Source: an optimization exercise on an open RTL-to-GDS flow (aim: small area, a short achievable clock period and few clock cycles per item). Production flows keep margins and buffers that such runs may drop.
Function was checked by simulation only, so behaviour that the tests miss may differ from the original.
Power and IR drop assume default switching activity.

### flow/config.mk
export PLATFORM = sky130hd
export DESIGN_NAME = integer_to_radix_text
export DESIGN_NICKNAME = integer_to_radix_text
export VERILOG_FILES = /design/flow/design.v
export SDC_FILE = /design/flow/constraint.sdc
export NUM_CORES = 4
export LEC_CHECK = 0
export CAP_MARGIN = 20
export CORE_MARGIN = 2
export CORE_UTILIZATION = 40
export SLEW_MARGIN = 20
### flow/constraint.sdc
create_clock -name core_clock -period 5.0 [get_ports {clk}]
set_input_delay 1.0000 -clock core_clock [delete_from_list [all_inputs] [get_ports {clk}]]
set_output_delay 1.0000 -clock core_clock [all_outputs]
set_load 0.01 [all_outputs]
### flow/design.v
`default_nettype none
package irt_pkg;
  localparam int NCELL = 65;
  function automatic int cell_w(input int i);
    if (i < 20)      cell_w = 6;
    else if (i < 23) cell_w = 5;
    else if (i < 28) cell_w = 4;
    else if (i < 35) cell_w = 3;
    else if (i < 48) cell_w = 2;
    else             cell_w = 1;
  endfunction
  localparam int NODD = 48;
  function automatic logic [6:0] max_digits(input logic [5:0] r);
    logic [6:0] k;
    case (r)
      6'd2:  k = 7'd64;  6'd3:  k = 7'd41;  6'd4:  k = 7'd32;  6'd5:  k = 7'd28;
      6'd6:  k = 7'd25;  6'd7:  k = 7'd23;  6'd8:  k = 7'd22;  6'd9:  k = 7'd21;
      6'd10: k = 7'd20;  6'd11: k = 7'd19;  6'd12: k = 7'd18;  6'd13: k = 7'd18;
      6'd14: k = 7'd17;  6'd15: k = 7'd17;  6'd16: k = 7'd16;  6'd17: k = 7'd16;
      6'd18: k = 7'd16;  6'd19: k = 7'd16;  6'd20: k = 7'd15;  6'd21: k = 7'd15;
      6'd22: k = 7'd15;  6'd23: k = 7'd15;  6'd24: k = 7'd14;  6'd25: k = 7'd14;
      6'd26: k = 7'd14;  6'd27: k = 7'd14;  6'd28: k = 7'd14;  6'd29: k = 7'd14;
      6'd30: k = 7'd14;  default: k = 7'd13;
    endcase
    max_digits = k;
  endfunction
  function automatic logic [7:0] digit_char(input logic [5:0] d);
    logic ge10, ge25;
    logic [3:0] lo;
    ge10 = d[5] | d[4] | (d[3] & (d[2] | d[1]));
    ge25 = d[5] | (d[4] & d[3] & (d[2] | d[1] | d[0]));
    lo   = d[3:0] + (ge10 ? 4'd7 : 4'd0);
    digit_char = {1'b0, ge10, 1'b1, !ge10 | ge25, lo};
  endfunction
  function automatic logic [5:0] la_add(input logic [5:0] a, input logic [5:0] b,
                                        input logic ci, input int w);
    logic [5:0] g, p, c, s;
    logic       t, term;
    g = a & b;
    p = a | b;
    for (int k = 0; k < 6; k++) begin
      t = ci;
      for (int j = 0; j < k; j++) t = t & p[j];
      for (int j = 0; j < k; j++) begin
        term = g[j];
        for (int i = j + 1; i < k; i++) term = term & p[i];
        t = t | term;
      end
      c[k] = t;
    end
    s = a ^ b ^ c;
    for (int k = 0; k < 6; k++) if (k >= w) s[k] = 1'b0;
    la_add = s;
  endfunction
  function automatic logic [6:0] msb_index(input logic [63:0] x);
    logic [7:0] nz;
    logic [2:0] hi, lo;
    logic [7:0] blk;
    for (int b = 0; b < 8; b++) nz[b] = |x[b*8 +: 8];
    hi = 3'd0;
    for (int b = 1; b < 8; b++) if (nz[b]) hi = 3'(b);
    blk = x[hi*8 +: 8];
    lo = 3'd0;
    for (int b = 1; b < 8; b++) if (blk[b]) lo = 3'(b);
    msb_index = {|nz, hi, lo};
  endfunction
  function automatic logic [5:0] low_bit(input logic [63:0] x);
    logic [7:0] nz;
    logic [2:0] hi, lo;
    logic [7:0] blk;
    for (int b = 0; b < 8; b++) nz[b] = |x[b*8 +: 8];
    hi = 3'd7;
    for (int b = 6; b >= 0; b--) if (nz[b]) hi = 3'(b);
    blk = x[hi*8 +: 8];
    lo = 3'd7;
    for (int b = 6; b >= 0; b--) if (blk[b]) lo = 3'(b);
    low_bit = {hi, lo};
  endfunction
  function automatic logic [25:0] csa_np(input logic [6:0] a, input logic [6:0] k,
                                         input logic nz, input logic cr);
    logic t1, t2, t3, t4, t5, t6, t7, t8, t9, t10, t11, t12, t13, t14, t15, t16, t17, t18, t19, t20, t21, t22, t23, t24, t25, t26, t27, t28, t29, t30, t31, t32, t33, t34, t35, t36, t37, t38, t39, t40, t41, t42, t43, t44, t45, t46, t47, t48, t49, t50, t51, t52, t53, t54, t55, t56, t57, t58, t59, t60, t61, t62, t63, t64, t65, t66, t67, t68, t69, t70, t71, t72, t73, t74, t75, t76, t77, t78, t79, t80, t81, t82, t83, t84, t85, t86, t87, t88, t89, t90, t91, t92, t93, t94, t95, t96, t97, t98, t99, t100, t101, t102, t103, t104, t105, t106, t107, t108, t109, t110, t111, t112, t113, t114, t115, t116, t117, t118, t119, t120, t121, t122, t123, t124, t125, t126, t127, t128, t129, t130, t131, t132, t133, t134, t135, t136, t137, t138, t139, t140, t141, t142, t143, t144, t145, t146, t147, t148, t149, t150, t151, t152, t153, t154, t155, t156, t157, t158, t159, t160, t161, t162, t163, t164, t165, t166, t167;
    logic [12:0] x, y;
    t1 = a[0] & k[0];
    t2 = a[0] & k[1];
    t3 = a[0] & k[2];
    t4 = a[0] & k[3];
    t5 = a[0] & k[4];
    t6 = a[0] & k[5];
    t7 = a[0] & k[6];
    t8 = a[1] & k[0];
    t9 = a[1] & k[1];
    t10 = a[1] & k[2];
    t11 = a[1] & k[3];
    t12 = a[1] & k[4];
    t13 = a[1] & k[5];
    t14 = a[1] & k[6];
    t15 = a[2] & k[0];
    t16 = a[2] & k[1];
    t17 = a[2] & k[2];
    t18 = a[2] & k[3];
    t19 = a[2] & k[4];
    t20 = a[2] & k[5];
    t21 = a[2] & k[6];
    t22 = a[3] & k[0];
    t23 = a[3] & k[1];
    t24 = a[3] & k[2];
    t25 = a[3] & k[3];
    t26 = a[3] & k[4];
    t27 = a[3] & k[5];
    t28 = a[3] & k[6];
    t29 = a[4] & k[0];
    t30 = a[4] & k[1];
    t31 = a[4] & k[2];
    t32 = a[4] & k[3];
    t33 = a[4] & k[4];
    t34 = a[4] & k[5];
    t35 = a[4] & k[6];
    t36 = a[5] & k[0];
    t37 = a[5] & k[1];
    t38 = a[5] & k[2];
    t39 = a[5] & k[3];
    t40 = a[5] & k[4];
    t41 = a[5] & k[5];
    t42 = a[5] & k[6];
    t43 = a[6] & k[0];
    t44 = a[6] & k[1];
    t45 = a[6] & k[2];
    t46 = a[6] & k[3];
    t47 = a[6] & k[4];
    t48 = a[6] & k[5];
    t49 = a[6] & k[6];
    t50 = (nz & cr) ? 1'b0 : ((nz | cr) ? k[0] : 1'b0);
    t51 = (nz & cr) ? k[0] : ((nz | cr) ? k[1] : 1'b0);
    t52 = (nz & cr) ? k[1] : ((nz | cr) ? k[2] : 1'b0);
    t53 = (nz & cr) ? k[2] : ((nz | cr) ? k[3] : 1'b0);
    t54 = (nz & cr) ? k[3] : ((nz | cr) ? k[4] : 1'b0);
    t55 = (nz & cr) ? k[4] : ((nz | cr) ? k[5] : 1'b0);
    t56 = (nz & cr) ? k[5] : ((nz | cr) ? k[6] : 1'b0);
    t57 = (nz & cr) ? k[6] : ((nz | cr) ? 1'b0 : 1'b0);
    t58 = t1 ^ t50 ^ 1'b1;
    t59 = (t1 & t50) | (t1 & 1'b1) | (t50 & 1'b1);
    t60 = t2 ^ t8 ^ t51;
    t61 = (t2 & t8) | (t2 & t51) | (t8 & t51);
    t62 = t3 ^ t9 ^ t15;
    t63 = (t3 & t9) | (t3 & t15) | (t9 & t15);
    t64 = t4 ^ t10 ^ t16;
    t65 = (t4 & t10) | (t4 & t16) | (t10 & t16);
    t66 = t22 ^ t53 ^ 1'b1;
    t67 = (t22 & t53) | (t22 & 1'b1) | (t53 & 1'b1);
    t68 = t5 ^ t11 ^ t17;
    t69 = (t5 & t11) | (t5 & t17) | (t11 & t17);
    t70 = t23 ^ t29 ^ t54;
    t71 = (t23 & t29) | (t23 & t54) | (t29 & t54);
    t72 = t6 ^ t12 ^ t18;
    t73 = (t6 & t12) | (t6 & t18) | (t12 & t18);
    t74 = t24 ^ t30 ^ t36;
    t75 = (t24 & t30) | (t24 & t36) | (t30 & t36);
    t76 = t7 ^ t13 ^ t19;
    t77 = (t7 & t13) | (t7 & t19) | (t13 & t19);
    t78 = t25 ^ t31 ^ t37;
    t79 = (t25 & t31) | (t25 & t37) | (t31 & t37);
    t80 = t43 ^ t56 ^ 1'b1;
    t81 = (t43 & t56) | (t43 & 1'b1) | (t56 & 1'b1);
    t82 = t14 ^ t20 ^ t26;
    t83 = (t14 & t20) | (t14 & t26) | (t20 & t26);
    t84 = t32 ^ t38 ^ t44;
    t85 = (t32 & t38) | (t32 & t44) | (t38 & t44);
    t86 = t21 ^ t27 ^ t33;
    t87 = (t21 & t27) | (t21 & t33) | (t27 & t33);
    t88 = t39 ^ t45 ^ 1'b1;
    t89 = (t39 & t45) | (t39 & 1'b1) | (t45 & 1'b1);
    t90 = t28 ^ t34 ^ t40;
    t91 = (t28 & t34) | (t28 & t40) | (t34 & t40);
    t92 = t35 ^ t41 ^ t47;
    t93 = (t35 & t41) | (t35 & t47) | (t41 & t47);
    t94 = t42 ^ t48 ^ 1'b1;
    t95 = (t42 & t48) | (t42 & 1'b1) | (t48 & 1'b1);
    t96 = t59 ^ t60 ^ 1'b1;
    t97 = (t59 & t60) | (t59 & 1'b1) | (t60 & 1'b1);
    t98 = t61 ^ t62 ^ t52;
    t99 = (t61 & t62) | (t61 & t52) | (t62 & t52);
    t100 = t63 ^ t64 ^ t66;
    t101 = (t63 & t64) | (t63 & t66) | (t64 & t66);
    t102 = t65 ^ t67 ^ t68;
    t103 = (t65 & t67) | (t65 & t68) | (t67 & t68);
    t104 = t69 ^ t71 ^ t72;
    t105 = (t69 & t71) | (t69 & t72) | (t71 & t72);
    t106 = t74 ^ t55 ^ 1'b1;
    t107 = (t74 & t55) | (t74 & 1'b1) | (t55 & 1'b1);
    t108 = t73 ^ t75 ^ t76;
    t109 = (t73 & t75) | (t73 & t76) | (t75 & t76);
    t110 = t77 ^ t79 ^ t81;
    t111 = (t77 & t79) | (t77 & t81) | (t79 & t81);
    t112 = t82 ^ t84 ^ t57;
    t113 = (t82 & t84) | (t82 & t57) | (t84 & t57);
    t114 = t83 ^ t85 ^ t86;
    t115 = (t83 & t85) | (t83 & t86) | (t85 & t86);
    t116 = t87 ^ t89 ^ t90;
    t117 = (t87 & t89) | (t87 & t90) | (t89 & t90);
    t118 = t91 ^ t92 ^ 1'b1;
    t119 = (t91 & t92) | (t91 & 1'b1) | (t92 & 1'b1);
    t120 = t95 ^ t49 ^ 1'b1;
    t121 = (t95 & t49) | (t95 & 1'b1) | (t49 & 1'b1);
    t122 = t97 ^ t98 ^ 1'b1;
    t123 = (t97 & t98) | (t97 & 1'b1) | (t98 & 1'b1);
    t124 = t101 ^ t102 ^ t70;
    t125 = (t101 & t102) | (t101 & t70) | (t102 & t70);
    t126 = t103 ^ t104 ^ t106;
    t127 = (t103 & t104) | (t103 & t106) | (t104 & t106);
    t128 = t105 ^ t107 ^ t108;
    t129 = (t105 & t107) | (t105 & t108) | (t107 & t108);
    t130 = t109 ^ t110 ^ t112;
    t131 = (t109 & t110) | (t109 & t112) | (t110 & t112);
    t132 = t111 ^ t113 ^ t114;
    t133 = (t111 & t113) | (t111 & t114) | (t113 & t114);
    t134 = t115 ^ t116 ^ t46;
    t135 = (t115 & t116) | (t115 & t46) | (t116 & t46);
    t136 = t119 ^ t93 ^ t94;
    t137 = (t119 & t93) | (t119 & t94) | (t93 & t94);
    t138 = t123 ^ t99 ^ t100;
    t139 = (t123 & t99) | (t123 & t100) | (t99 & t100);
    t140 = t127 ^ t128 ^ t78;
    t141 = (t127 & t128) | (t127 & t78) | (t128 & t78);
    t142 = t129 ^ t130 ^ 1'b1;
    t143 = (t129 & t130) | (t129 & 1'b1) | (t130 & 1'b1);
    t144 = t131 ^ t132 ^ t88;
    t145 = (t131 & t132) | (t131 & t88) | (t132 & t88);
    t146 = t133 ^ t134 ^ 1'b1;
    t147 = (t133 & t134) | (t133 & 1'b1) | (t134 & 1'b1);
    t148 = t135 ^ t117 ^ t118;
    t149 = (t135 & t117) | (t135 & t118) | (t117 & t118);
    t150 = t139 ^ t124 ^ 1'b1;
    t151 = (t139 & t124) | (t139 & 1'b1) | (t124 & 1'b1);
    t152 = t151 ^ t125 ^ t126;
    t153 = (t151 & t125) | (t151 & t126) | (t125 & t126);
    t154 = t153 ^ t140 ^ t80;
    t155 = (t153 & t140) | (t153 & t80) | (t140 & t80);
    t156 = t155 ^ t141 ^ t142;
    t157 = (t155 & t141) | (t155 & t142) | (t141 & t142);
    t158 = t157 ^ t143 ^ t144;
    t159 = (t157 & t143) | (t157 & t144) | (t143 & t144);
    t160 = t159 ^ t145 ^ t146;
    t161 = (t159 & t145) | (t159 & t146) | (t145 & t146);
    t162 = t161 ^ t147 ^ t148;
    t163 = (t161 & t147) | (t161 & t148) | (t147 & t148);
    t164 = t163 ^ t149 ^ t136;
    t165 = (t163 & t149) | (t163 & t136) | (t149 & t136);
    t166 = t165 ^ t137 ^ t120;
    t167 = (t165 & t137) | (t165 & t120) | (t137 & t120);
    x = {t166, t164, t162, t160, t158, t156, t154, t152, t150, t138, t122, t96, t58};
    y = {1'b0, 1'b0, 1'b0, 1'b0, 1'b0, 1'b0, 1'b0, 1'b0, 1'b0, 1'b0, 1'b0, 1'b0, 1'b0};
    csa_np = {x, y};
  endfunction
  function automatic logic [6:0] add_hi(input logic [12:0] x, input logic [12:0] y);
    logic [12:0] g, p, gg, pp, g2, p2, s;
    g = x & y;
    p = x ^ y;
    gg = g;
    pp = p;
    for (int d = 1; d < 13; d = d * 2) begin
      g2 = gg;
      p2 = pp;
      for (int i = d; i < 13; i++) begin
        g2[i] = gg[i] | (pp[i] & gg[i-d]);
        p2[i] = pp[i] & pp[i-d];
      end
      gg = g2;
      pp = p2;
    end
    s[0] = p[0];
    for (int i = 1; i < 13; i++) s[i] = p[i] ^ gg[i-1];
    add_hi = s[12:6];
  endfunction
endpackage
`default_nettype wire
`default_nettype none
module integer_to_radix_text (
  input  wire logic        clk,
  input  wire logic        rst,
  input  wire logic        in_valid,
  output logic             in_ready,
  input  wire logic [63:0] value,
  input  wire logic [7:0]  radix,
  input  wire logic        signed_mode,
  input  wire logic [7:0]  min_digits,
  output logic             out_valid,
  input  wire logic        out_ready,
  output logic [63:0]      text_chunk,
  output logic [3:0]       chunk_bytes,
  output logic             last_chunk
);
  localparam int NC = irt_pkg::NCELL;
  localparam int NO = irt_pkg::NODD;
  localparam logic [2:0] C_IDLE = 3'd0;
  localparam logic [2:0] C_S1   = 3'd1;
  localparam logic [2:0] C_S2   = 3'd2;
  localparam logic [2:0] C_S3   = 3'd3;
  localparam logic [2:0] C_WAIT = 3'd4;
  localparam logic [2:0] C_DD   = 3'd5;
  logic [2:0]  cst;
  logic [63:0] v;           
  logic        negc;        
  logic        odd;         
  logic [5:0]  aw [7];      
  logic [6:0]  kr;          
  logic [5:0]  m1;          
  logic [6:0]  c1;          
  logic [5:0]  msb0;        
  logic        nz0;         
  logic        onesz;       
  logic        isz;         
  logic [1:0]  jcap;        
  logic [2:0]  acc;         
  logic [1:0]  pn;          
  logic        first_dd;    
  logic [12:0] mx, my;      
  logic [5:0]  lowb;        
  logic [6:0]  np1;         
  logic [2:0]  pp;          
  logic [3:0]  q8;          
  logic [6:0]  ecell;       
  logic [8:0]  e_hi;        
  logic [8:0]  e_hin;       
  logic [7:0]  e_lo;        
  logic [6:0]  ptr;         
  logic [6:0]  lr;          
  logic [1:0]  pr;          
  logic [6:0]  fidx;        
  logic        ptr_nz;      
  logic        dd_done_q;   
  logic        nbit;        
  logic [6:0]  act;         
  logic [5:0]  dcell [NC];
  logic        creg  [NO];
  logic        busy_e;      
  logic        neg_e;
  logic        first_e;
  logic [3:0]  q8_e;
  logic [6:0]  last_e;      
  logic [1:0]  sk_e;        
  logic        fix_e;       
  logic [2:0]  pp_e;
  logic        al1_e;       
  logic        al2_e;       
  logic [3:0]  drain;       
  logic        dd_done;
  logic        accept;
  logic [5:0]  rad_in;
  logic [6:0]  mdig_in;
  assign in_ready = dd_done_q;
  assign accept   = in_valid && in_ready;
  assign neg_in   = signed_mode & value[63];
  always_comb begin
    if (radix < 8'd2)       rad_in = 6'd2;
    else if (radix > 8'd36) rad_in = 6'd36;
    else                    rad_in = radix[5:0];
    if (min_digits < 8'd1)       mdig_in = 7'd1;
    else if (min_digits > 8'd64) mdig_in = 7'd64;
    else                         mdig_in = min_digits[6:0];
  end
  logic [6:0]  msb0_c;
  logic [63:0] vin;
  logic        neg_in;
  logic [5:0]  lowb_c;
  logic        onesz_c;
  logic [5:0]  hu_c;
  logic        padded;
  logic        lo_wrap;
  logic [6:0]  e_c;
  logic [2:0]  pp_c;
  always_comb begin
    vin     = value ^ {64{neg_in}};
    lowb_c  = irt_pkg::low_bit(value);
    msb0_c  = irt_pkg::msb_index(vin);
    onesz_c = neg_in && !(|(vin[63:1] & ~vin[62:0]));
    hu_c    = 6'((7'(rad_in) + 7'd1) >> 1);
    padded  = ({1'b0, m1} > np1);
    lo_wrap = (c1[2:0] < np1[2:0]);
    if (padded) e_c = {np1[6:3] + {3'd0, lo_wrap}, c1[2:0]};
    else        e_c = np1 + {6'd0, negc};
    pp_c = padded ? 3'(c1[2:0] - np1[2:0]) : {2'd0, negc};
  end
  logic        load_o;      
  logic        last_ld;     
  logic        pop;
  logic        cells_free;
  logic [4:0]  sumh  [NC];
  logic        cin   [NC];
  logic        cout  [NC];
  logic        stepc [NC];
  logic        inj   [NC];
  logic [5:0]  dnext [NC];
  logic [8:0]  a_hi;        
  logic [8:0]  a_eq;
  logic [7:0]  a_lo;        
  assign cells_free = (drain == 4'd0) && !busy_e;
  assign dd_done    = (ptr <= 7'd1) && (!odd || (act == {4'd0, pp}));
  always_comb begin
    for (int b = 0; b < 9; b++) begin
      a_eq[b] = (act[6:3] == 4'(b));
      a_hi[b] = (act[6:3] > 4'(b));
    end
    for (int b = 0; b < 8; b++) begin
      a_lo[b] = (act[2:0] >= 3'(b));
    end
    for (int i = 0; i < NC; i++) begin
      inj[i] = e_hin[i/8] && e_lo[i%8];
    end
  end
  logic [5:0]  deff  [NC];   
  always_comb begin
    for (int i = 0; i < NC; i++) begin
      deff[i] = dcell[i] | ((first_dd && inj[i]) ? {3'd0, acc} : 6'd0);
      deff[i] = deff[i] & 6'((1 << irt_pkg::cell_w(i)) - 1);
    end
  end
  for (genvar i = 0; i < NC; i++) begin : g_cell
    localparam int W = irt_pkg::cell_w(i);
    if (W == 1) begin : g_bin
      assign cout[i] = deff[i][0];
      assign sumh[i] = 5'd0;
    end else begin : g_gen
      logic [5:0] sum;
      logic       ci;
      always_comb begin
        if (inj[i])           ci = odd && nbit;
        else if (i + 1 < NO)  ci = odd && creg[(i+1) % NO];
        else                  ci = 1'b0;
        sum = deff[i] + aw[W] + {5'd0, ci};
      end
      assign cout[i] = sum[W-1];
      assign sumh[i] = 5'(sum);
    end
  end
  always_comb begin
    for (int i = 0; i < NC; i++) begin
      if (inj[i])                   cin[i] = nbit;
      else if (odd && (i + 1 < NO)) cin[i] = creg[(i+1) % NO];
      else if (i + 1 < NC)          cin[i] = cout[(i+1) % NC];
      else                          cin[i] = 1'b0;
      if (irt_pkg::cell_w(i) == 1) begin
        dnext[i] = {5'd0, cin[i]};
      end else begin
        dnext[i] = cout[i] ? {sumh[i], cin[i] ^ odd} : {deff[i][4:0], cin[i]};
      end
      if (i < NO) stepc[i] = !odd || a_hi[i/8] || (a_eq[i/8] && a_lo[i%8]);
      else        stepc[i] = 1'b1;
    end
  end
  always_ff @(posedge clk) begin
    for (int i = 0; i < NC; i++) begin
      if ((cst == C_DD) && stepc[i]) begin
        dcell[i] <= dnext[i] & 6'((1 << irt_pkg::cell_w(i)) - 1);
      end else if (pop) begin
        dcell[i] <= ((i + 8 < NC) && !((i < 2) && last_ld)) ?
                    (dcell[(i+8) % NC] & 6'((1 << irt_pkg::cell_w(i)) - 1)) : 6'd0;
      end
    end
    for (int i = 1; i < NO; i++) begin
      creg[i] <= (cst == C_DD) && odd && stepc[i] && cout[i];
    end
    creg[0] <= 1'b0;
  end
  logic [6:0] ptr_n;
  logic [6:0] blen_c;
  logic [1:0] p_c;
  logic       fbit;
  logic       sbit;
  logic       take;
  logic       z0, z1;
  logic [1:0] sk_c;
  always_comb begin
    blen_c = nz0 ? (7'(msb0) + 7'd1 + {6'd0, onesz}) : {6'd0, onesz};
    if (blen_c >= 7'd4)      p_c = jcap;
    else if (blen_c == 7'd0) p_c = 2'd0;
    else                     p_c = (2'(blen_c - 7'd1) < jcap) ? 2'(blen_c - 7'd1) : jcap;
    ptr_n = ptr;
    if (cst == C_S3) ptr_n = lr - 7'(pr);
    else if ((cst == C_DD) && ptr_nz) ptr_n = ptr - 7'd1;
    fbit = !fidx[6] && (v[fidx[5:0]] ^ (negc && (fidx[5:0] <= lowb)));
    sbit = !onesz && nz0 && (msb0 != 6'd0) &&
           (v[msb0 - 6'd1] ^ (negc && ({1'b0, msb0} <= {1'b0, lowb} + 7'd1)));
    take = ((cst == C_S2) || (cst == C_S3)) && (pn != 2'd0);
    z0 = 1'b0;
    z1 = 1'b0;
    for (int i = 0; i < 8; i++) begin
      if (pp_e == 3'(i)) begin
        z0 = (dcell[i] == 6'd0);
        z1 = (dcell[i+1] == 6'd0);
      end
    end
    if (z0 && z1 && al2_e) sk_c = 2'd2;
    else if (z0 && al1_e)  sk_c = 2'd1;
    else                   sk_c = 2'd0;
  end
  logic [2:0] cst_n;
  logic [6:0] act_n;
  logic [2:0] pp_n;
  logic       odd_n;
  always_comb begin
    case (cst)
      C_IDLE:       cst_n = accept ? C_S1 : C_IDLE;
      C_S1:         cst_n = C_S2;
      C_S2:         cst_n = C_S3;
      C_S3, C_WAIT: cst_n = cells_free ? C_DD : C_WAIT;
      C_DD:         cst_n = dd_done ? (accept ? C_S1 : C_IDLE) : C_DD;
      default:      cst_n = C_IDLE;
    endcase
    if (rst) cst_n = C_IDLE;
    act_n = act;
    if (cst == C_S3) act_n = e_c;
    else if ((cst == C_DD) && (ptr <= 7'd1)) act_n = act - 7'd1;
    pp_n  = (cst == C_S3) ? pp_c : pp;
    odd_n = odd;
  end
  always_ff @(posedge clk) begin
    cst       <= cst_n;
    dd_done_q <= (cst_n == C_IDLE) ||
                 ((cst_n == C_DD) && (ptr_n <= 7'd1) && (!odd_n || (act_n == {4'd0, pp_n})));
  end
  always_ff @(posedge clk) begin
    if (accept) begin
      v     <= vin;
      negc  <= neg_in;
      odd   <= rad_in[0];
      for (int w = 2; w <= 6; w++) begin
        aw[w] <= (hu_c <= 6'(1 << (w - 1))) ? 6'(6'(1 << (w - 1)) - hu_c) : 6'd0;
      end
      kr    <= irt_pkg::max_digits(rad_in);
      jcap  <= (rad_in >= 6'd8) ? 2'd3 : ((rad_in >= 6'd4) ? 2'd2 : 2'd1);
      msb0  <= msb0_c[5:0];
      nz0   <= msb0_c[6];
      onesz <= onesz_c;
      lowb  <= lowb_c;
      m1    <= 6'(mdig_in - 7'd1);
      c1    <= mdig_in - 7'd1 + {6'd0, neg_in};
    end
    case (cst)
      C_S1: begin
        isz           <= !nz0 && !onesz;
        lr            <= blen_c;
        pr            <= p_c;
        {mx, my}      <= irt_pkg::csa_np({1'b0, msb0}, kr, nz0, onesz);
      end
      C_S2: begin
        np1 <= isz ? 7'd0 : irt_pkg::add_hi(mx, my);
      end
      C_S3: begin
        ecell <= e_c;
        pp    <= pp_c;
        q8    <= padded ? (c1[6:3] - e_c[6:3]) : 4'd0;
        for (int b = 0; b < 9; b++) e_hi[b] <= (e_c[6:3] == 4'(b));
        for (int b = 0; b < 8; b++) e_lo[b] <= (e_c[2:0] == 3'(b));
      end
      C_DD: begin
      end
      default: begin
      end
    endcase
    act   <= act_n;
    aw[0] <= 6'd0;
    aw[1] <= 6'd0;
    ptr    <= ptr_n;
    if (cst == C_S1) begin
      acc  <= (p_c != 2'd0) ? 3'd1 : 3'd0;
      pn   <= (p_c != 2'd0) ? (p_c - 2'd1) : 2'd0;
      nbit <= (p_c != 2'd0) ? sbit : (blen_c == 7'd1);
      fidx <= {1'b0, msb0} - 7'd2;
    end else if (take || ((cst == C_DD) && ptr_nz)) begin
      nbit <= fbit;
      fidx <= fidx - 7'd1;
    end
    if (take) begin
      acc <= {acc[1:0], nbit};
      pn  <= pn - 2'd1;
    end
    first_dd <= (cst_n == C_DD) && (cst != C_DD);
    ptr_nz <= (ptr_n != 7'd0);
    for (int b = 0; b < 9; b++) begin
      e_hin[b] <= ((cst == C_S3) ? (e_c[6:3] == 4'(b)) : e_hi[b]) && (ptr_n != 7'd0);
    end
  end
  logic [63:0] chunk_c;
  logic [3:0]  bytes_c;
  logic [6:0]  rem_c;       
  assign load_o  = busy_e && !fix_e && (!out_valid || out_ready);
  assign rem_c   = last_e - 7'(sk_e);
  assign last_ld = (q8_e == 4'd0) && (rem_c <= 7'd7);
  assign pop     = (load_o && (q8_e == 4'd0)) || (!busy_e && (cst != C_DD));
  always_comb begin
    bytes_c = (q8_e != 4'd0) ? 4'd8 : ((rem_c >= 7'd7) ? 4'd8 : (rem_c[3:0] + 4'd1));
    for (int b = 0; b < 8; b++) begin
      logic [5:0] d;
      logic [7:0] ch;
      case (sk_e)
        2'd1:    d = dcell[b+1];
        2'd2:    d = dcell[b+2];
        default: d = dcell[b];
      endcase
      if (q8_e != 4'd0) begin
        ch = 8'h30;
      end else if (7'(b) <= rem_c) begin
        ch = irt_pkg::digit_char(d);
      end else begin
        ch = 8'h00;
      end
      if ((b == 0) && first_e && neg_e) ch = 8'h2d;
      chunk_c[b*8 +: 8] = ch;
    end
  end
  always_ff @(posedge clk) begin
    if (rst) begin
      busy_e    <= 1'b0;
      fix_e     <= 1'b0;
      out_valid <= 1'b0;
      drain     <= 4'd9;
    end else begin
      if (pop && (drain != 4'd0)) drain <= drain - 4'd1;
      if (load_o) begin
        out_valid <= 1'b1;
      end else if (out_ready) begin
        out_valid <= 1'b0;
      end
      if ((cst == C_DD) && dd_done) begin
        busy_e  <= 1'b1;
        neg_e   <= negc;
        first_e <= 1'b1;
        q8_e    <= q8;
        last_e  <= ecell;
        fix_e   <= 1'b1;
        pp_e    <= pp;
        al1_e   <= (np1 > 7'(m1));
        al2_e   <= (np1 > 7'(m1) + 7'd1);
      end else if (fix_e) begin
        fix_e   <= 1'b0;
        sk_e    <= sk_c;
      end else if (load_o) begin
        first_e <= 1'b0;
        if (q8_e != 4'd0) begin
          q8_e <= q8_e - 4'd1;
        end else begin
          last_e <= last_e - 7'd8;
          if (last_ld) busy_e <= 1'b0;
        end
      end
    end
  end
  always_ff @(posedge clk) begin
    if (load_o) begin
      text_chunk  <= chunk_c;
      chunk_bytes <= bytes_c;
      last_chunk  <= last_ld;
    end
  end
endmodule
`default_nettype wire
### flow/run.sh
#!/bin/bash
# synth_recipe.tcl (not shown) runs the flow's synth.tcl, then flattens the netlist and writes it again
# the make line also repeats each setting of config.mk as NAME=value (left out here)
make -C /OpenROAD-flow-scripts/flow DESIGN_CONFIG=/design/flow/config.mk WORK_HOME=/design/flow/orfs CLKGATE_MAP_FILE= SYNTH_SCRIPT=/design/flow/synth_recipe.tcl finish
==> impl_metrics.py, run 1 <==
metrics = {
    "detailed_routing": {
        "totalWireLength_um": 133000,
        "vias": 34800,
        "drt_pass1_iterations": 9,
        "drcViolationCount": 0,
        "routedWlPerCell_um": 21.9,
        "ant_nets": 0,
        "drt_iter0_markers": 2871,
        "via_per_inst": 5.72,
    },
    "placed_design": {
        "dp_hpwl_um": 100000,
        "gp_congestion": 0.933,
        "port_buffers": 147,
        "dp.cells": 5945,
        "place_area_mm2": 0.0467,
    },
    "floorplan": {
        "die_area_mm2": 0.110,
        "die_w_um": 332,
        "core_area_mm2": 0.107,
        "die_y_um": 332,
        "ioPinCount": 156,
        "start_util": 0.402,
        "row_count": 120,
    },
    "setup_path": {
        "crit_arrival_ns": 5.43,
        "cpMostUsedCell": "fa_2",
        "crit_family": "adder cells",
        "crit_slowest_cell": "fa_1",
        "criticalPathCategory": "register to register",
        "path_cells": "and2_4, fa_1, fa_1, fa_1, inv_2, fa_1, fa_2, fa_2, inv_2, fa_2, inv_2, fa_2, inv_2, fa_2, fa_2, xnor2_2, xnor2_1",
        "start_kind": "register",
        "crit_path_end_kind": "register",
        "cp.required_ns": 5.38,
        "critPathMaxStageDelay_ns": 0.58,
        "worst-path-buf-inv": 4,
        "critPathMaxFanout": 4,
    },
    "finish": {
        "mostFrequentLayoutCells": "edfxtp_1 (478), nand2_1 (412), nor2_1 (353)",
        "drive_gt1_frac": 0.103,
        "final_cells": 6072,
        "syn_to_final_growth_pct": 14.1,
        "antennaDiodeCount": 0,
        "final_nets": 5046,
        "seqCellArea_mm2": 0.0163,
        "finish.utilization": 0.459,
        "multi_input_area_mm2": 0.0248,
        "nFillCells": 10200,
        "final_common_cell": "edfxtp_1",
        "fin_area_mm2": 0.0491,
    },
    "global_route": {
        "grt_overflow": 0,
        "grt.total_usage": 0.237,
        "antenna_found_initial": 1,
        "grt_pass1_vias": 34200,
        "grt_max_degree": 68,
        "grt_first_pass_wirelength_um": 205000,
    },
    "sta": {
        "period_needed_ns": 5.05,
        "setup_viol_count_final": 2,
        "setup_ws_ns": -0.0509,
        "clock.fmax_mhz": 198,
        "period_share": 1.01,
        "slew_violations": 0,
        "tightest_slew_ns": 1.21,
        "rsz0062_at_grt": "yes",
        "hold_viol": 0,
        "fin_skew_ns": 0.0321,
        "slew_headroom": 0.192,
    },
    "yosys": {
        "ys_ff_latch": 573,
        "async_flop_share": 0,
        "ys.flop_type": "edfxtp_1",
        "synthCells": 4444,
        "synthDistinctLibCells": 87,
        "ys_seq_area_frac": 0.378,
        "synth-edff-count": 478,
        "yosysWarnings": 11,
        "syn_avg_cell_area_um2": 9.68,
        "synth.cell_area_mm2": 0.0430,
    },
    "clocking": {
        "clk_latency_ns": 0.63,
        "cts_hold_buf": 0,
        "root_buffer": "clkbuf_16",
        "htree_levels": 3,
        "clock_path_buffers": 3,
        "cts_made_buffers": 68,
        "clk_pin_slew_ns": 0.07,
        "cts_tree": "done",
        "cts.sinks": 573,
    },
    "power": {
        "power_density_mw_per_mm2": 412,
        "p_leak_nw": 20.1,
        "ir_drop_mv": 0.273,
    },
    "status": {
        "check.faults": "setup timing",
        "status": "failed layout checks",
    },
    "hold_path": {
        "hp-class": "register to register",
    },
    "flow_run": {
        "max_cap_viol_count": 0,
    },
}
==> final cells by class <==
cell class	instances	area share
inverters	297	0.0227
multi-input cells	3354	0.506
well taps	1403	0.0358
clock inverters	34	0.00796
flip-flops and latches	573	0.331
repair buffers	322	0.0577
clock buffers	89	0.0382
==> routing by layer <==
| metal | track usage | vias up | wire (um) |
|---|---|---|---|
| met5 | 0 | - | 11 |
| met4 | 0.0853 | 2 | 4960 |
| met3 | 0.0290 | 290 | 7800 |
| met2 | 0.416 | 1264 | 65800 |
| met1 | 0.300 | 16900 | 54600 |
| li1 | - | 16300 | - |
==> metrics by stage <==
step                      hold slack (ns)  setup WS (ns)  TNS, ns  power [mW]
final                               0.478        -0.0509  -0.0603        20.2
after floorplan                     0.436         0.0112        0        12.4
after CTS                           0.476        -0.0766   -0.122        20.3
after global placement              0.453        0.00274        0        14.9
after detailed placement            0.457         -0.110   -0.203        15.1
after global routing                0.489         -0.210   -0.349        21.5
==> report_power, final <==
part           internal (mW)  switching [mW]  leakage (nW)
combinational           3.41            4.60          13.1
clock                   3.02            2.13          1.11
sequential              6.09           0.968          5.87
==> sequential cells by signal (all words and copies together) (netlist names), 7 cells and up <==
register    count
dcell         219
v              64
text_chunk     56
creg           47
aw             20
e_hi            9
e_hin           9
e_lo            8
act             7
c1              7
ecell           7
fidx            7
kr              7
last_e          7
lr              7
mx              7
np1             7
ptr             7
==> repair_timing <==
item,in CTS,in global routing
setup endpoints to repair,2,2
pin swaps,1,4
buffers inserted,2,1
cloned,0,0
resized for setup,3,5
==> kinds of logic after synthesis <==
family,share of synthesized area
other,0.0000872
AND/OR/NAND/NOR,0.131
adder cells (fa/ha/maj),0.123
AO/OA/AOI/OAI,0.158
buffers and inverters,0.0470
multiplexers,0.0855
flip-flops,0.378
XOR/XNOR,0.0768
==> cell usage after synthesis, drive strengths merged, types with 51 or more instances <==
| cell type | n | share of area |
|---|---|---|
| clkbuf | 182 | 0.016 |
| nor3 | 51 | 0.0061 |
| nand2 | 414 | 0.036 |
| xor2 | 136 | 0.028 |
| a22oi | 52 | 0.0091 |
| fa | 131 | 0.061 |
| mux2 | 107 | 0.028 |
| nor2b | 63 | 0.0092 |
| ha | 214 | 0.062 |
| xnor2 | 241 | 0.049 |
| a21oi | 351 | 0.041 |
| o21ai | 245 | 0.029 |
| and2 | 56 | 0.0081 |
| a21o | 102 | 0.018 |
| edfxtp | 478 | 0.33 |
| and3 | 63 | 0.0092 |
| dfxtp | 95 | 0.044 |
| nor2 | 356 | 0.031 |
| mux2i | 148 | 0.034 |
| nand3 | 65 | 0.0076 |
| a31oi | 103 | 0.015 |
| inv | 295 | 0.026 |
==> final timing paths <==
| path | start | endpoint | slack (ns) | cells after the start |
|---|---|---|---|---|
| worst max-delay path | msb0[0] | mx[12] | -0.05 | 17 |
| worst min-delay path | e_hi[5] | e_hi[5] | 0.48 | 1 |
| worst max register to register | msb0[0] | mx[12] | -0.05 | 17 |
| worst min register to register | e_hi[5] | e_hi[5] | 0.48 | 1 |
Testbench counts, summed over its fixed seeds: cycles 7,796, items 384.
==> inputs of run 2 (changes only) <==
--- a/flow/design.v
+++ b/flow/design.v
@@ -137,118 +137,118 @@
     t55 = (nz & cr) ? k[4] : ((nz | cr) ? k[5] : 1'b0);
     t56 = (nz & cr) ? k[5] : ((nz | cr) ? k[6] : 1'b0);
     t57 = (nz & cr) ? k[6] : ((nz | cr) ? 1'b0 : 1'b0);
-    t58 = t1 ^ t50 ^ 1'b1;
-    t59 = (t1 & t50) | (t1 & 1'b1) | (t50 & 1'b1);
-    t60 = t2 ^ t8 ^ t51;
-    t61 = (t2 & t8) | (t2 & t51) | (t8 & t51);
-    t62 = t3 ^ t9 ^ t15;
-    t63 = (t3 & t9) | (t3 & t15) | (t9 & t15);
-    t64 = t4 ^ t10 ^ t16;
-    t65 = (t4 & t10) | (t4 & t16) | (t10 & t16);
-    t66 = t22 ^ t53 ^ 1'b1;
-    t67 = (t22 & t53) | (t22 & 1'b1) | (t53 & 1'b1);
-    t68 = t5 ^ t11 ^ t17;
-    t69 = (t5 & t11) | (t5 & t17) | (t11 & t17);
-    t70 = t23 ^ t29 ^ t54;
-    t71 = (t23 & t29) | (t23 & t54) | (t29 & t54);
-    t72 = t6 ^ t12 ^ t18;
-    t73 = (t6 & t12) | (t6 & t18) | (t12 & t18);
-    t74 = t24 ^ t30 ^ t36;
-    t75 = (t24 & t30) | (t24 & t36) | (t30 & t36);
-    t76 = t7 ^ t13 ^ t19;
-    t77 = (t7 & t13) | (t7 & t19) | (t13 & t19);
-    t78 = t25 ^ t31 ^ t37;
-    t79 = (t25 & t31) | (t25 & t37) | (t31 & t37);
-    t80 = t43 ^ t56 ^ 1'b1;
-    t81 = (t43 & t56) | (t43 & 1'b1) | (t56 & 1'b1);
-    t82 = t14 ^ t20 ^ t26;
-    t83 = (t14 & t20) | (t14 & t26) | (t20 & t26);
-    t84 = t32 ^ t38 ^ t44;
-    t85 = (t32 & t38) | (t32 & t44) | (t38 & t44);
-    t86 = t21 ^ t27 ^ t33;
-    t87 = (t21 & t27) | (t21 & t33) | (t27 & t33);
-    t88 = t39 ^ t45 ^ 1'b1;
-    t89 = (t39 & t45) | (t39 & 1'b1) | (t45 & 1'b1);
-    t90 = t28 ^ t34 ^ t40;
-    t91 = (t28 & t34) | (t28 & t40) | (t34 & t40);
-    t92 = t35 ^ t41 ^ t47;
-    t93 = (t35 & t41) | (t35 & t47) | (t41 & t47);
-    t94 = t42 ^ t48 ^ 1'b1;
-    t95 = (t42 & t48) | (t42 & 1'b1) | (t48 & 1'b1);
-    t96 = t59 ^ t60 ^ 1'b1;
-    t97 = (t59 & t60) | (t59 & 1'b1) | (t60 & 1'b1);
-    t98 = t61 ^ t62 ^ t52;
-    t99 = (t61 & t62) | (t61 & t52) | (t62 & t52);
-    t100 = t63 ^ t64 ^ t66;
-    t101 = (t63 & t64) | (t63 & t66) | (t64 & t66);
-    t102 = t65 ^ t67 ^ t68;
-    t103 = (t65 & t67) | (t65 & t68) | (t67 & t68);
-    t104 = t69 ^ t71 ^ t72;
-    t105 = (t69 & t71) | (t69 & t72) | (t71 & t72);
-    t106 = t74 ^ t55 ^ 1'b1;
-    t107 = (t74 & t55) | (t74 & 1'b1) | (t55 & 1'b1);
-    t108 = t73 ^ t75 ^ t76;
-    t109 = (t73 & t75) | (t73 & t76) | (t75 & t76);
-    t110 = t77 ^ t79 ^ t81;
-    t111 = (t77 & t79) | (t77 & t81) | (t79 & t81);
-    t112 = t82 ^ t84 ^ t57;
-    t113 = (t82 & t84) | (t82 & t57) | (t84 & t57);
-    t114 = t83 ^ t85 ^ t86;
-    t115 = (t83 & t85) | (t83 & t86) | (t85 & t86);
-    t116 = t87 ^ t89 ^ t90;
-    t117 = (t87 & t89) | (t87 & t90) | (t89 & t90);
-    t118 = t91 ^ t92 ^ 1'b1;
-    t119 = (t91 & t92) | (t91 & 1'b1) | (t92 & 1'b1);
-    t120 = t95 ^ t49 ^ 1'b1;
-    t121 = (t95 & t49) | (t95 & 1'b1) | (t49 & 1'b1);
-    t122 = t97 ^ t98 ^ 1'b1;
-    t123 = (t97 & t98) | (t97 & 1'b1) | (t98 & 1'b1);
-    t124 = t101 ^ t102 ^ t70;
-    t125 = (t101 & t102) | (t101 & t70) | (t102 & t70);
-    t126 = t103 ^ t104 ^ t106;
-    t127 = (t103 & t104) | (t103 & t106) | (t104 & t106);
-    t128 = t105 ^ t107 ^ t108;
-    t129 = (t105 & t107) | (t105 & t108) | (t107 & t108);
-    t130 = t109 ^ t110 ^ t112;
-    t131 = (t109 & t110) | (t109 & t112) | (t110 & t112);
-    t132 = t111 ^ t113 ^ t114;
-    t133 = (t111 & t113) | (t111 & t114) | (t113 & t114);
-    t134 = t115 ^ t116 ^ t46;
-    t135 = (t115 & t116) | (t115 & t46) | (t116 & t46);
-    t136 = t119 ^ t93 ^ t94;
-    t137 = (t119 & t93) | (t119 & t94) | (t93 & t94);
-    t138 = t123 ^ t99 ^ t100;
-    t139 = (t123 & t99) | (t123 & t100) | (t99 & t100);
-    t140 = t127 ^ t128 ^ t78;
-    t141 = (t127 & t128) | (t127 & t78) | (t128 & t78);
-    t142 = t129 ^ t130 ^ 1'b1;
-    t143 = (t129 & t130) | (t129 & 1'b1) | (t130 & 1'b1);
-    t144 = t131 ^ t132 ^ t88;
-    t145 = (t131 & t132) | (t131 & t88) | (t132 & t88);
-    t146 = t133 ^ t134 ^ 1'b1;
-    t147 = (t133 & t134) | (t133 & 1'b1) | (t134 & 1'b1);
-    t148 = t135 ^ t117 ^ t118;
-    t149 = (t135 & t117) | (t135 & t118) | (t117 & t118);
-    t150 = t139 ^ t124 ^ 1'b1;
-    t151 = (t139 & t124) | (t139 & 1'b1) | (t124 & 1'b1);
-    t152 = t151 ^ t125 ^ t126;
-    t153 = (t151 & t125) | (t151 & t126) | (t125 & t126);
-    t154 = t153 ^ t140 ^ t80;
-    t155 = (t153 & t140) | (t153 & t80) | (t140 & t80);
-    t156 = t155 ^ t141 ^ t142;
-    t157 = (t155 & t141) | (t155 & t142) | (t141 & t142);
-    t158 = t157 ^ t143 ^ t144;
-    t159 = (t157 & t143) | (t157 & t144) | (t143 & t144);
-    t160 = t159 ^ t145 ^ t146;
-    t161 = (t159 & t145) | (t159 & t146) | (t145 & t146);
-    t162 = t161 ^ t147 ^ t148;
-    t163 = (t161 & t147) | (t161 & t148) | (t147 & t148);
-    t164 = t163 ^ t149 ^ t136;
-    t165 = (t163 & t149) | (t163 & t136) | (t149 & t136);
-    t166 = t165 ^ t137 ^ t120;
-    t167 = (t165 & t137) | (t165 & t120) | (t137 & t120);
-    x = {t166, t164, t162, t160, t158, t156, t154, t152, t150, t138, t122, t96, t58};
-    y = {1'b0, 1'b0, 1'b0, 1'b0, 1'b0, 1'b0, 1'b0, 1'b0, 1'b0, 1'b0, 1'b0, 1'b0, 1'b0};
+    t58 = t5 ^ t11;
+    t59 = t5 & t11;
+    t60 = t6 ^ t12 ^ t18;
+    t61 = (t6 & t12) | (t6 & t18) | (t12 & t18);
+    t62 = t24 ^ t30;
+    t63 = t24 & t30;
+    t64 = t7 ^ t13 ^ t19;
+    t65 = (t7 & t13) | (t7 & t19) | (t13 & t19);
+    t66 = t25 ^ t31 ^ t37;
+    t67 = (t25 & t31) | (t25 & t37) | (t31 & t37);
+    t68 = t43 ^ t56;
+    t69 = t43 & t56;
+    t70 = t14 ^ t20 ^ t26;
+    t71 = (t14 & t20) | (t14 & t26) | (t20 & t26);
+    t72 = t32 ^ t38 ^ t44;
+    t73 = (t32 & t38) | (t32 & t44) | (t38 & t44);
+    t74 = t57 ^ 1'b1;
+    t75 = t57 & 1'b1;
+    t76 = t21 ^ t27 ^ t33;
+    t77 = (t21 & t27) | (t21 & t33) | (t27 & t33);
+    t78 = t39 ^ t45;
+    t79 = t39 & t45;
+    t80 = t28 ^ t34;
+    t81 = t28 & t34;
+    t82 = t3 ^ t9;
+    t83 = t3 & t9;
+    t84 = t4 ^ t10 ^ t16;
+    t85 = (t4 & t10) | (t4 & t16) | (t10 & t16);
+    t86 = t22 ^ t53;
+    t87 = t22 & t53;
+    t88 = t58 ^ t17 ^ t23;
+    t89 = (t58 & t17) | (t58 & t23) | (t17 & t23);
+    t90 = t29 ^ t54 ^ 1'b1;
+    t91 = (t29 & t54) | (t29 & 1'b1) | (t54 & 1'b1);
+    t92 = t60 ^ t62 ^ t36;
+    t93 = (t60 & t62) | (t60 & t36) | (t62 & t36);
+    t94 = t55 ^ 1'b1 ^ t59;
+    t95 = (t55 & 1'b1) | (t55 & t59) | (1'b1 & t59);
+    t96 = t64 ^ t66 ^ t68;
+    t97 = (t64 & t66) | (t64 & t68) | (t66 & t68);
+    t98 = 1'b1 ^ t61 ^ t63;
+    t99 = (1'b1 & t61) | (1'b1 & t63) | (t61 & t63);
+    t100 = t70 ^ t72 ^ t74;
+    t101 = (t70 & t72) | (t70 & t74) | (t72 & t74);
+    t102 = t65 ^ t67 ^ t69;
+    t103 = (t65 & t67) | (t65 & t69) | (t67 & t69);
+    t104 = t76 ^ t78 ^ 1'b1;
+    t105 = (t76 & t78) | (t76 & 1'b1) | (t78 & 1'b1);
+    t106 = t71 ^ t73 ^ t75;
+    t107 = (t71 & t73) | (t71 & t75) | (t73 & t75);
+    t108 = t80 ^ t40 ^ t46;
+    t109 = (t80 & t40) | (t80 & t46) | (t40 & t46);
+    t110 = 1'b1 ^ t77 ^ t79;
+    t111 = (1'b1 & t77) | (1'b1 & t79) | (t77 & t79);
+    t112 = t35 ^ t41 ^ t47;
+    t113 = (t35 & t41) | (t35 & t47) | (t41 & t47);
+    t114 = 1'b1 ^ t81;
+    t115 = 1'b1 & t81;
+    t116 = t42 ^ t48;
+    t117 = t42 & t48;
+    t118 = t2 ^ t8;
+    t119 = t2 & t8;
+    t120 = t82 ^ t15 ^ t52;
+    t121 = (t82 & t15) | (t82 & t52) | (t15 & t52);
+    t122 = t84 ^ t86 ^ 1'b1;
+    t123 = (t84 & t86) | (t84 & 1'b1) | (t86 & 1'b1);
+    t124 = t88 ^ t90 ^ t85;
+    t125 = (t88 & t90) | (t88 & t85) | (t90 & t85);
+    t126 = t92 ^ t94 ^ t89;
+    t127 = (t92 & t94) | (t92 & t89) | (t94 & t89);
+    t128 = t96 ^ t98 ^ t93;
+    t129 = (t96 & t98) | (t96 & t93) | (t98 & t93);
+    t130 = t100 ^ t102 ^ t97;
+    t131 = (t100 & t102) | (t100 & t97) | (t102 & t97);
+    t132 = t104 ^ t106 ^ t101;
+    t133 = (t104 & t106) | (t104 & t101) | (t106 & t101);
+    t134 = t108 ^ t110 ^ t105;
+    t135 = (t108 & t110) | (t108 & t105) | (t110 & t105);
+    t136 = t112 ^ t114 ^ t109;
+    t137 = (t112 & t114) | (t112 & t109) | (t114 & t109);
+    t138 = t116 ^ 1'b1 ^ t113;
+    t139 = (t116 & 1'b1) | (t116 & t113) | (1'b1 & t113);
+    t140 = t49 ^ 1'b1;
+    t141 = t49 & 1'b1;
+    t142 = t1 ^ t50;
+    t143 = t1 & t50;
+    t144 = t118 ^ t51 ^ 1'b1;
+    t145 = (t118 & t51) | (t118 & 1'b1) | (t51 & 1'b1);
+    t146 = t120 ^ 1'b1 ^ t119;
+    t147 = (t120 & 1'b1) | (t120 & t119) | (1'b1 & t119);
+    t148 = t122 ^ t83 ^ t121;
+    t149 = (t122 & t83) | (t122 & t121) | (t83 & t121);
+    t150 = t124 ^ t87 ^ t123;
+    t151 = (t124 & t87) | (t124 & t123) | (t87 & t123);
+    t152 = t126 ^ t91 ^ t125;
+    t153 = (t126 & t91) | (t126 & t125) | (t91 & t125);
+    t154 = t128 ^ t95 ^ t127;
+    t155 = (t128 & t95) | (t128 & t127) | (t95 & t127);
+    t156 = t130 ^ t99 ^ t129;
+    t157 = (t130 & t99) | (t130 & t129) | (t99 & t129);
+    t158 = t132 ^ t103 ^ t131;
+    t159 = (t132 & t103) | (t132 & t131) | (t103 & t131);
+    t160 = t134 ^ t107 ^ t133;
+    t161 = (t134 & t107) | (t134 & t133) | (t107 & t133);
+    t162 = t136 ^ t111 ^ t135;
+    t163 = (t136 & t111) | (t136 & t135) | (t111 & t135);
+    t164 = t138 ^ t115 ^ t137;
+    t165 = (t138 & t115) | (t138 & t137) | (t115 & t137);
+    t166 = t140 ^ t117 ^ t139;
+    t167 = (t140 & t117) | (t140 & t139) | (t117 & t139);
+    x = {t166, t164, t162, t160, t158, t156, t154, t152, t150, t148, t146, t144, t142};
+    y = {t165, t163, t161, t159, t157, t155, t153, t151, t149, t147, t145, t143, 1'b1};
     csa_np = {x, y};
   endfunction
   function automatic logic [6:0] add_hi(input logic [12:0] x, input logic [12:0] y);
--- a/flow/config.mk
+++ b/flow/config.mk
@@ -8,4 +8,5 @@
 export CAP_MARGIN = 20
 export CORE_MARGIN = 2
 export CORE_UTILIZATION = 40
+export SETUP_SLACK_MARGIN = 1.0
 export SLEW_MARGIN = 20
==> run 2 against run 1 <==
  * Sequential share of layout area increased by 0.36 points
  * Clock power increased by 6.6%
  * Largest cell class unchanged
  * Cell count increased by 1.3%
  * Non-clock buffer count decreased by 22
  * Clock skew decreased by 0.0062 ns
  * Synthesized cell count increased by 1.9%
  * Largest power group unchanged
  * Design area increased by 2.2%
  * Die area increased by 2.1%
  * Register-to-register slack improved by 1.3 ns
  * Clock-buffer cell count increased by 7
  * The run now finishes clean
  * Flip-flop and latch count increased by 18
  * Highest routed layer is now met4
==> impl_metrics.py, run 2 <==
metrics = {
    "clocking": {
        "cts_made_buffers": 74,
        "clk_latency_ns": 0.65,
        "clock_path_buffers": 3,
        "cts.sinks": 591,
        "cts_tree": "done",
        "htree_levels": 3,
        "root_buffer": "clkbuf_16",
        "cts_hold_buf": 0,
        "clk_pin_slew_ns": 0.05,
    },
    "placed_design": {
        "port_buffers": 147,
        "dp.cells": 6008,
        "gp_congestion": 0.927,
        "dp_hpwl_um": 99800,
    },
    "yosys": {
        "synthDistinctLibCells": 93,
        "ys_ff_latch": 591,
        "synth_top_area_share": 0.339,
        "ys.flop_type": "edfxtp_1",
        "synth_most_common_cell": "edfxtp_1",
        "synth.cell_area_mm2": 0.0439,
        "ys_seq_area_frac": 0.383,
        "synthCells": 4527,
        "yosysWarnings": 11,
        "async_flop_share": 0,
        "synth.top_cells.by_count": "edfxtp_1 (496), nand2_1 (421), nor2_1 (384)",
        "synth-edff-count": 496,
        "synthTopCellsByArea": "edfxtp_1 (34%), ha_1 (6.7%), fa_1 (5.6%)",
        "yosys.area.top_type": "edfxtp_1",
        "syn_avg_cell_area_um2": 9.70,
    },
    "global_route": {
        "grt_pass1_vias": 34400,
        "grt_overflow": 0,
        "grt_first_pass_wirelength_um": 204000,
        "grt_max_degree": 123,
        "grt.total_usage": 0.233,
        "antenna_found_initial": 2,
    },
    "setup_path": {
        "worst-path-buf-inv": 1,
        "critPathMaxStageDelay_ns": 0.57,
        "crit_path_end_kind": "register",
        "critPathMaxFanout": 10,
        "cp.required_ns": 5.36,
        "start_kind": "input pin",
        "path_cells": "clkdlybuf4s50_1, or4_1, or3_1, a22oi_2, o21a_1, mux2_2, o21ai_0, a211o_1, o221ai_1",
        "crit_arrival_ns": 4.28,
        "criticalPathCategory": "input pin to register",
        "crit_family": "compound AO/OA/AOI/OAI gates",
        "crit_slowest_cell": "clkdlybuf4s50_1",
    },
    "sta": {
        "rsz0062_at_grt": "yes",
        "clock.fmax_mhz": 255,
        "fin_skew_ns": 0.0259,
        "setup_viol_count_final": 0,
        "tns_ns": 0,
        "period_share": 0.784,
        "slew_headroom": 0.257,
        "slew_violations": 0,
        "tightest_slew_ns": 1.12,
        "hold_viol": 0,
        "period_needed_ns": 3.92,
    },
    "finish": {
        "final_common_cell": "edfxtp_1",
        "drive_gt1_frac": 0.0975,
        "top_regs": "dcell: 219 flops, v: 64 flops, text_chunk: 56 flops",
        "syn_to_final_growth_pct": 14.2,
        "final_cells": 6151,
        "finish.utilization": 0.461,
        "top_register": "dcell",
        "final_nets": 5120,
        "antennaDiodeCount": 0,
        "mostFrequentLayoutCells": "edfxtp_1 (496), nand2_1 (420), nor2_1 (383)",
        "largest_reg_flops": 219,
    },
    "floorplan": {
        "ioPinCount": 156,
        "die_w_um": 335,
        "die_area_mm2": 0.112,
        "core_area_mm2": 0.109,
        "die_y_um": 335,
        "start_util": 0.403,
        "row_count": 121,
    },
    "detailed_routing": {
        "drt_pass1_iterations": 6,
        "routedWlPerCell_um": 21.5,
        "vias": 34900,
        "ant_nets": 0,
        "drt_iter0_markers": 2890,
        "totalWireLength_um": 132000,
        "via_per_inst": 5.67,
        "drcViolationCount": 0,
    },
    "power": {
        "power_density_mw_per_mm2": 398,
        "p_leak_nw": 20.0,
        "ir_drop_mv": 0.244,
        "power.total_mw": 20.0,
    },
    "hold_path": {
        "hp-class": "register to register",
    },
    "flow_run": {
        "max_cap_viol_count": 0,
    },
    "status": {
        "status": "no timing/DRC/antenna violations",
    },
}
==> run 2: changes by cell type in the layout (fill, tap and decap cells not counted), sizes merged, moves of 21 or more <==
cell   delta
a21oi    -53
inv      +21
xor2     -48
buf      -22
nor2     +28
==> run 2: area by class of cell <==
type / instances / area [um2]
clock buffers: 96 / 1970
well taps: 1414 / 1770
repair buffers: 300 / 2760
flip-flops and latches: 591 / 16800
fillers: 10200 / 58700
inverters: 321 / 1200
clock inverters: 39 / 460
multi-input cells: 3390 / 25200
==> run 2: metal layers <==
metal	wire length, um	up-vias	track usage
li1	-	16600	-
met1	54400	16800	0.288
met2	65100	1160	0.406
met3	6720	307	0.0295
met4	6160	0	0.102
met5	0	-	0
==> run 2: kinds of logic (layout without fill, tap and decap cells) <==
kind of cell             Yosys count  count (layout)  synth area share
multiplexers                     309             309            0.0867
AO/OA/AOI/OAI                   1093            1093             0.155
flip-flops                       591             591             0.383
other                              1               8         0.0000854
buffers and inverters            553             756            0.0488
AND/OR/NAND/NOR                 1276            1276             0.135
XOR/XNOR                         347             347            0.0692
adder cells (fa/ha/maj)          357             357             0.123
==> run 2: per-stage QoR <==
step	area [um2]	worst slack (ns)	hold WS, ns
final	50100	1.08	0.449
after global routing	50100	0.887	0.484
after CTS	49900	1.03	0.451
after detailed placement	47500	0.473	0.442
after global placement	47500	0.547	0.436
after floorplan	43900	1.05	0.422
==> run 2: worst register-to-register path, stage by stage (launching register included) <==
cell      delay [ns]
edfxtp_1        0.38
and2_2          0.35
buf_12          0.23
a31oi_1         0.31
inv_1           0.10
ha_1            0.28
nor2b_1         0.12
o21ai_0         0.22
a21boi_1        0.12
o21ai_0         0.17
nand2b_1        0.11
xnor2_2         0.31
buf_4           0.22
xnor2_1         0.06
and3_1          0.17
o41ai_1         0.38
==> run 2: final timing paths <==
| check | from | endpoint | slack [ns] | depth (start not counted) |
|---|---|---|---|---|
| setup / recovery | value[29] | msb0[0] | 1.08 | 9 |
| hold / removal | e_hi[2] | e_hi[2] | 0.45 | 2 |
| setup reg to reg | acc[1] | dcell[18][0] | 1.23 | 15 |
| hold reg to reg | e_hi[2] | e_hi[2] | 0.45 | 2 |
==> run 2: repair_timing <==
item,in CTS,in global routing
setup buffers,0,8
gates resized for setup,4,16
endpoints found under the setup margin,7,60
==> run 2: power breakdown <==
group	switching, mW	total, mW	internal [mW]
clock network	2.22	5.49	3.26
registers	0.794	7.03	6.23
logic	4.26	7.45	3.19
total	7.28	20.0	12.7
Testbench counts of run 2, summed over its fixed seeds: cycles 7,796, items 384.
==> inputs of run 3 (changes only) <==
--- a/flow/config.mk
+++ b/flow/config.mk
@@ -8,5 +8,4 @@
 export CAP_MARGIN = 20
 export CORE_MARGIN = 2
 export CORE_UTILIZATION = 40
-export SETUP_SLACK_MARGIN = 1.0
 export SLEW_MARGIN = 20
==> run 3 against run 2 <==
  * Non-clock buffer count grew 14
  * Utilization shrank 0.18 points
  * Critical endpoint is now dcell[20][0]
  * Hold slack lost 0.0030 ns
  * Power shrank 1.7%
  * Routed wire length grew 0.10%
  * Combinational power shrank 2%
  * Global-route usage grew 0.084 points
  * Clock skew shrank 0.0015 ns
  * Largest cell class unchanged
  * Maximum frequency shrank 6.0%
  * Clock-buffer cell count shrank 2
==> impl_metrics.py, run 3 <==
metrics = {
    "floorplan": {
        "ioPinCount": 156,
        "row_count": 121,
        "core_area_mm2": 0.109,
        "die_w_um": 335,
        "die_area_mm2": 0.112,
        "die_y_um": 335,
        "start_util": 0.403,
    },
    "placed_design": {
        "dp.cells": 6030,
        "dp_slack_ns": 0.347,
        "gp_congestion": 0.938,
        "port_buffers": 147,
        "dp_hpwl_um": 101000,
        "place_area_mm2": 0.0476,
    },
    "finish": {
        "final_cells": 6155,
        "top_regs": "dcell: 219 flops, v: 64 flops, text_chunk: 56 flops",
        "syn_to_final_growth_pct": 13.7,
        "mostFrequentLayoutCells": "edfxtp_1 (496), nand2_1 (420), nor2_1 (382)",
        "multi_input_area_mm2": 0.0250,
        "final_nets": 5130,
        "largest_reg_flops": 219,
        "antennaDiodeCount": 0,
        "final_common_cell": "edfxtp_1",
        "drive_gt1_frac": 0.0977,
        "nFillCells": 10200,
        "top_register": "dcell",
        "seqCellArea_mm2": 0.0168,
        "fin_area_mm2": 0.0499,
    },
    "global_route": {
        "grt_overflow": 0,
        "grt.total_usage": 0.234,
        "antenna_found_initial": 1,
        "grt_first_pass_wirelength_um": 205000,
        "grt_max_degree": 123,
        "grt_pass1_vias": 34600,
    },
    "setup_path": {
        "path_cells": "nand2_1, mux2_2, nand2_1, fa_1, fa_1, inv_1, a21o_1, a21oi_1, xnor2_1, buf_4, mux2i_1, o22ai_1, a31oi_1, o21ai_0",
        "r2r_start": "e_lo[4]",
        "crit_slowest_cell": "edfxtp_1",
        "r2r-end": "dcell[20][0]",
        "start_kind": "register",
        "criticalPathCategory": "register to register",
        "worst-path-buf-inv": 2,
        "r2r_slack_ns": 0.83,
        "crit_path_end_kind": "register",
        "crit_arrival_ns": 4.53,
        "cp.required_ns": 5.36,
        "crit_family": "flip-flops",
        "critPathMaxFanout": 23,
        "rr_worst_depth": 14,
        "critPathMaxStageDelay_ns": 1.07,
    },
    "flow_run": {
        "max_cap_viol_count": 0,
    },
    "yosys": {
        "synthCells": 4527,
        "synth.top_cells.by_count": "edfxtp_1 (496), nand2_1 (421), nor2_1 (384)",
        "syn_avg_cell_area_um2": 9.70,
        "ys.flop_type": "edfxtp_1",
        "synth.cell_area_mm2": 0.0439,
        "synthTopCellsByArea": "edfxtp_1 (34%), ha_1 (6.7%), fa_1 (5.6%)",
        "synth_most_common_cell": "edfxtp_1",
        "synthDistinctLibCells": 93,
        "yosysWarnings": 11,
        "synth_top_area_share": 0.339,
        "synth-edff-count": 496,
        "yosys.area.top_type": "edfxtp_1",
        "ys_ff_latch": 591,
        "ys_seq_area_frac": 0.383,
        "async_flop_share": 0,
    },
    "power": {
        "ir_drop_mv": 0.222,
        "power_density_mw_per_mm2": 393,
        "p_leak_nw": 20.0,
    },
    "detailed_routing": {
        "via_per_inst": 5.68,
        "drt_pass1_iterations": 6,
        "drt_iter0_markers": 2834,
        "routedWlPerCell_um": 21.5,
        "vias": 34900,
        "totalWireLength_um": 133000,
        "ant_nets": 0,
        "drcViolationCount": 0,
    },
    "sta": {
        "slew_headroom": 0.264,
        "period_share": 0.834,
        "hold_viol": 0,
        "slew_violations": 0,
        "fin_skew_ns": 0.0244,
        "clock.fmax_mhz": 240,
        "period_needed_ns": 4.17,
        "rsz0062_at_grt": "no",
        "holdWs_ns": 0.446,
        "tns_ns": 0,
        "setup_viol_count_final": 0,
        "tightest_slew_ns": 1.10,
        "setup_ws_ns": 0.832,
    },
    "clocking": {
        "clk_pin_slew_ns": 0.06,
        "root_buffer": "clkbuf_16",
        "htree_levels": 3,
        "cts_tree": "done",
        "cts_hold_buf": 0,
        "cts_made_buffers": 70,
        "cts.sinks": 591,
        "post_cts_buffers": 0,
        "clk_latency_ns": 0.63,
        "clock_path_buffers": 3,
        "cts-resized-gates": 0,
    },
    "status": {
        "status": "no timing/DRC/antenna violations",
    },
    "hold_path": {
        "holdCritStartpoint": "e_hi[3]",
        "whs_endpoint": "e_hi[3]",
        "hp-class": "register to register",
        "hold_depth": 2,
    },
}
run 3: worst max path at each step:
| stage | startpoint | end | slack (ns) | depth (start not counted) |
|---|---|---|---|---|
| 5_1_grt | e_lo[4] | dcell[20][0] | 0.63 | 14 |
| 6_report | e_lo[4] | dcell[20][0] | 0.83 | 14 |
| 3_3_place_gp | value[36] | lowb[1] | 0.32 | 10 |
| 3_5_place_dp | value[48] | lowb[1] | 0.35 | 10 |
| 2_1_floorplan | in_valid | dd_done_q | 0.28 | 7 |
| 4_1_cts | e_lo[1] | dcell[17][0] | 0.88 | 12 |
run 3: cell type report:
type / count / share of cell area
multi-input cells: 3390 / 0.502
clock buffers: 94 / 0.0395
inverters: 321 / 0.0241
flip-flops and latches: 591 / 0.336
well taps: 1414 / 0.0354
repair buffers: 314 / 0.0563
clock inverters: 31 / 0.00674
run 3: worst reg2reg max path: cells and delay by family, from the launching register on:
kind	cells	cell delay (ns)
AOI/OAI and AO/OA	5	0.55
xor gates and xnor gates	1	0.14
DFF	1	1.07
adders and majority gates	2	0.88
muxes	2	0.52
buffers and inverters	2	0.30
and+or+nand+nor	2	0.43
run 3: metrics by stage:
stage               power, mW  utilization
floorplan                12.0            -
detailed placement       14.4        0.437
global route             20.8        0.459
finish                   19.6        0.459
global placement         14.3        0.437
CTS                      19.7        0.459
run 3: cell families (layout without fill, tap and decap cells):
group | Yosys count | count (layout) | synth area share
AOI/OAI and AO/OA | 1093 | 1093 | 0.155
muxes | 309 | 309 | 0.0867
buffers and inverters | 553 | 760 | 0.0488
other | 1 | 8 | 0.0000854
DFF | 591 | 591 | 0.383
xor gates and xnor gates | 347 | 347 | 0.0692
adders and majority gates | 357 | 357 | 0.123
and+or+nand+nor | 1276 | 1276 | 0.135
run 3: layer usage:
metal | GRT usage | part of all wire | up-vias
met4 | 0.100 | 0.043 | 0
met2 | 0.411 | 0.50 | 1068
li1 | - | - | 16600
met3 | 0.0231 | 0.045 | 275
met1 | 0.292 | 0.41 | 17000
met5 | 0 | 0 | -
run 3: power by group:
group | switching (mW) | internal, mW | total [mW]
Clock | 2.15 | 3.09 | 5.23
Combinational | 4.15 | 3.13 | 7.28
Sequential | 0.865 | 6.23 | 7.10

[what the ideal ports hide]
How much do the figures lean on ideal ports? The routed layouts below were timed once more, with nothing changed but the port constraints.
Step 1, drivers: a clkbuf_16 drives clk and a buf_2 each remaining input, both assumed.
Step 2 moves the port delays by t, midway between the first and last clock arrival at a register: inputs arrive t later, outputs are due t later. That takes back most of the time a late clock gives input paths.
Three values: ideal ports, drivers, drivers and shift; two values: the first two.
run | shift t [ns] | slack for setup (ns) | clock arrival spread, ns
run 1 | 0.688 | -0.051 / -0.051 / -0.051 | 0.032 / 0.033
run 2 | 0.710 | 1.082 / 1.131 / 0.421 | 0.027 / 0.027
run 3 | 0.699 | 0.832 / 0.832 / 0.351 | 0.031 / 0.031
For run 2, which loses most, drivers alone change the setup slack by +0.049 ns; drivers and shift together by -0.661 ns.
